Context: an optimization exercise on an open-source flow, tuned for small area and a short achievable clock period. The choices shown serve that exercise and are no tape-out recipe. Only simulation tests tie the RTL to the original design; equivalence was not proved. Power figures rest on the tool's default switching activity, not on a simulated workload.

==> module osd_char_buffer, before the edit <==
module osd_char_buffer (
    input  logic                      clk_video,
    input  logic                      rst_n,
    input  osd_pkg::buf_wr_t          buf_in,
    input  osd_pkg::buf_wr_t          buf_wr,
    output logic [2:0]                count,
    input  logic [7:0]                oh_lp,
    input  logic [7:0]                oh_bit,
    output logic [63:0]               cand
);
    localparam int aw = osd_pkg::buf_addr_width;
    logic [2:0] cnt;
    always_ff @(posedge clk_video) begin
        cnt <= cnt + 3'd1;
    end
    assign count = cnt;
    logic          t1_en;
    logic          t2_en;
    logic [aw-1:0] t1_addr;
    logic [aw-1:0] t2_addr;
    logic [7:0]    t1_data;
    logic [7:0]    t2_data;
    always_ff @(posedge clk_video or negedge rst_n) begin
        if (!rst_n) begin
            t1_en <= 1'b0;
            t2_en <= 1'b0;
        end else begin
            t1_en <= buf_wr.en;
            t2_en <= t1_en;
        end
    end
    always_ff @(posedge clk_video) begin
        t1_addr <= buf_wr.addr;
        t1_data <= buf_wr.data;
        t2_addr <= t1_addr;
        t2_data <= t1_data;
    end
    logic [2:0] cnt_next;
    logic [1:0] s_due;
    logic       inv_due;
    assign cnt_next = cnt + 3'd1;
    assign s_due    = ~cnt_next[1:0];
    assign inv_due  = ~cnt_next[2] ^ (cnt_next[1:0] == 2'b11);
    logic       hit_in;
    logic       hit_0;
    logic       hit_1;
    logic       hit_2;
    logic       to_b;
    assign hit_in = buf_in.en && (buf_in.addr[1:0] == s_due);
    assign hit_0  = buf_wr.en && (buf_wr.addr[1:0] == s_due);
    assign hit_1  = t1_en && (t1_addr[1:0] == s_due);
    assign hit_2  = t2_en && (t2_addr[1:0] == s_due);
    assign to_b   = hit_in && (buf_in.addr[4:2] == 3'd0);
    logic          nx_en;
    logic [aw-1:0] nx_addr;
    logic [7:0]    nx_data;
    always_comb begin
        nx_en   = (hit_in && !to_b) || hit_0 || hit_1 || hit_2;
        nx_addr = ({aw{hit_in && !to_b}} & buf_in.addr)
                | ({aw{hit_0}} & buf_wr.addr)
                | ({aw{hit_1}} & t1_addr)
                | ({aw{hit_2}} & t2_addr);
        nx_data = ({8{hit_in && !to_b}} & buf_in.data)
                | ({8{hit_0}} & buf_wr.data)
                | ({8{hit_1}} & t1_data)
                | ({8{hit_2}} & t2_data);
    end
    logic [15:0] a_row;
    logic [15:0] a_row_n;
    logic [7:0]  a_grp;
    logic [7:0]  a_grp_n;
    logic [7:0]  a_data;
    logic        b_en;
    logic        b_inv;
    logic [15:0] b_row;
    logic [7:0]  b_data;
    always_ff @(posedge clk_video) begin
        a_row   <= nx_en ? (16'd1 << nx_addr[8:5]) : 16'd0;
        a_row_n <= nx_en ? ~(16'd1 << nx_addr[8:5]) : 16'hFFFF;
        b_en    <= to_b;
        b_inv   <= inv_due;
        a_grp   <= 8'd1 << nx_addr[4:2];
        a_grp_n <= ~(8'd1 << nx_addr[4:2]);
        a_data <= nx_data ^ {8{inv_due}};
    end
    assign b_row  = b_en ? (16'd1 << buf_wr.addr[8:5]) : 16'd0;
    assign b_data = buf_wr.data ^ {8{b_inv}};
    logic [7:0] a_gdata [8];
    always_comb begin
        for (int jj = 0; jj < 8; jj++) begin
            a_gdata[jj] = a_data & {8{a_grp[jj]}};
        end
    end
    logic [4095:0] st;
    genvar r, j;
    generate
        for (r = 0; r < 16; r++) begin : g_row
            for (j = 0; j < 8; j++) begin : g_grp
                logic [31:0] lp;
                logic        keep;
                assign keep = a_row_n[r] | a_grp_n[j];
                if (j == 0) begin : g_b
                    logic keep_b;
                    assign keep_b = keep & ~b_row[r];
                    always_ff @(posedge clk_video) begin
                        lp[31:8] <= lp[23:0];
                        lp[7:0]  <= ~((lp[31:24] & {8{keep_b}})
                                    | (a_gdata[j] & {8{a_row[r]}})
                                    | (b_data & {8{b_row[r]}}));
                    end
                end else begin : g_a
                    always_ff @(posedge clk_video) begin
                        lp[31:8] <= lp[23:0];
                        lp[7:0]  <= ~((lp[31:24] & {8{keep}})
                                    | (a_gdata[j] & {8{a_row[r]}}));
                    end
                end
                assign st[(r * 8 + j) * 32 +: 32] = lp;
            end
        end
    endgenerate
    genvar g;
    generate
        for (g = 0; g < 64; g++) begin : g_cand
            logic [7:0] part;
            for (genvar l = 0; l < 8; l++) begin : g_lp
                assign part[l] = oh_lp[l] & |(oh_bit & st[g * 64 + l * 8 +: 8]);
            end
            always_ff @(posedge clk_video) begin
                cand[g] <= |part;
            end
        end
    endgenerate
endmodule
Settings: LEC_CHECK=0, CAP_MARGIN=20, CORE_MARGIN=2, CORE_UTILIZATION=70, CTS_CLUSTER_DIAMETER=70, CTS_CLUSTER_SIZE=30, SETUP_SLACK_MARGIN=4.5, SLEW_MARGIN=20; clock period 7.0 ns.
run.sh (not shown) runs the stock make flow with config.mk's settings and CLKGATE_MAP_FILE= SYNTH_SCRIPT=/design/flow/synth_recipe.tcl, a recipe that flattens the netlist after the stock synthesis.
The first run finished with timing, DRC and antenna clean.
Rerun with:
--- a/flow/design.v
+++ b/flow/design.v
@@ -223,55 +223,48 @@
                 | ({8{hit_1}} & t1_data)
                 | ({8{hit_2}} & t2_data);
     end
     logic [15:0] a_row;
-    logic [15:0] a_row_n;
     logic [7:0]  a_grp;
-    logic [7:0]  a_grp_n;
     logic [7:0]  a_data;
     logic        b_en;
     logic        b_inv;
     logic [15:0] b_row;
     logic [7:0]  b_data;
     always_ff @(posedge clk_video) begin
-        a_row   <= nx_en ? (16'd1 << nx_addr[8:5]) : 16'd0;
-        a_row_n <= nx_en ? ~(16'd1 << nx_addr[8:5]) : 16'hFFFF;
-        b_en    <= to_b;
-        b_inv   <= inv_due;
-        a_grp   <= 8'd1 << nx_addr[4:2];
-        a_grp_n <= ~(8'd1 << nx_addr[4:2]);
+        a_row  <= nx_en ? (16'd1 << nx_addr[8:5]) : 16'd0;
+        b_en   <= to_b;
+        b_inv  <= inv_due;
+        a_grp  <= 8'd1 << nx_addr[4:2];
         a_data <= nx_data ^ {8{inv_due}};
     end
     assign b_row  = b_en ? (16'd1 << buf_wr.addr[8:5]) : 16'd0;
     assign b_data = buf_wr.data ^ {8{b_inv}};
-    logic [7:0] a_gdata [8];
-    always_comb begin
-        for (int jj = 0; jj < 8; jj++) begin
-            a_gdata[jj] = a_data & {8{a_grp[jj]}};
-        end
-    end
     logic [4095:0] st;
     genvar r, j;
     generate
         for (r = 0; r < 16; r++) begin : g_row
             for (j = 0; j < 8; j++) begin : g_grp
                 logic [31:0] lp;
-                logic        keep;
-                assign keep = a_row_n[r] | a_grp_n[j];
+                logic        ld_a;
+                assign ld_a = a_row[r] & a_grp[j];
                 if (j == 0) begin : g_b
-                    logic keep_b;
-                    assign keep_b = keep & ~b_row[r];
                     always_ff @(posedge clk_video) begin
                         lp[31:8] <= lp[23:0];
-                        lp[7:0]  <= ~((lp[31:24] & {8{keep_b}})
-                                    | (a_gdata[j] & {8{a_row[r]}})
-                                    | (b_data & {8{b_row[r]}}));
+                        if (b_row[r])
+                            lp[7:0] <= ~b_data;
+                        else if (ld_a)
+                            lp[7:0] <= ~a_data;
+                        else
+                            lp[7:0] <= ~lp[31:24];
                     end
                 end else begin : g_a
                     always_ff @(posedge clk_video) begin
                         lp[31:8] <= lp[23:0];
-                        lp[7:0]  <= ~((lp[31:24] & {8{keep}})
-                                    | (a_gdata[j] & {8{a_row[r]}}));
+                        if (ld_a)
+                            lp[7:0] <= ~a_data;
+                        else
+                            lp[7:0] <= ~lp[31:24];
                     end
                 end
                 assign st[(r * 8 + j) * 32 +: 32] = lp;
             end
Core utilization shrinks by 0.26 points.
Count of clock-buffer cells in the layout grows by 2.
Sequential power barely changes.
Critical path depth stays the same.
Non-clock buffer count shrinks by 95.
Setup slack is better by 27 ps.
Via count shrinks by a few percent.
Die area grows slightly.
Sequential share of layout area shrinks by 0.81 points.
Hold slack is worse by 15 ps.
Global-route usage shrinks by 3.5 points.
Final area grows slightly.
Power shrinks slightly.
Fmax grows slightly.

port drivers added, routing unchanged:
In the flow no input, the clock included, has a driving cell. The finished layouts below were timed again as built, in two steps.
Step 1: set_driving_cell puts a clkbuf_16 on clk_video and a buf_2 on each other input, an assumption about the parent block.
Step 2 adds t to the input delays and takes it off the output delays; t is the mean of the earliest and latest rising clock arrival at the registers after step 1. Input paths then give back, and output paths get back, about the clock's delay inside the block.
Three values: ideal ports, drivers, drivers and shift; two values: the first two.
| run | t, ns | slack for setup (ns) | worst setup path at the end | worst data-port slew with drivers (ns) |
|---|---|---|---|---|
| the first run | 0.968 | 4.139 / 4.039 / 3.716 | input to register | 0.06 |
| the second run | 0.964 | 4.166 / 4.068 / 3.665 | input to register | 0.22 |
After both steps setup and hold are still met in every run listed. For the second run, which loses most, drivers alone change the setup slack by -0.098 ns; drivers and shift together by -0.501 ns.
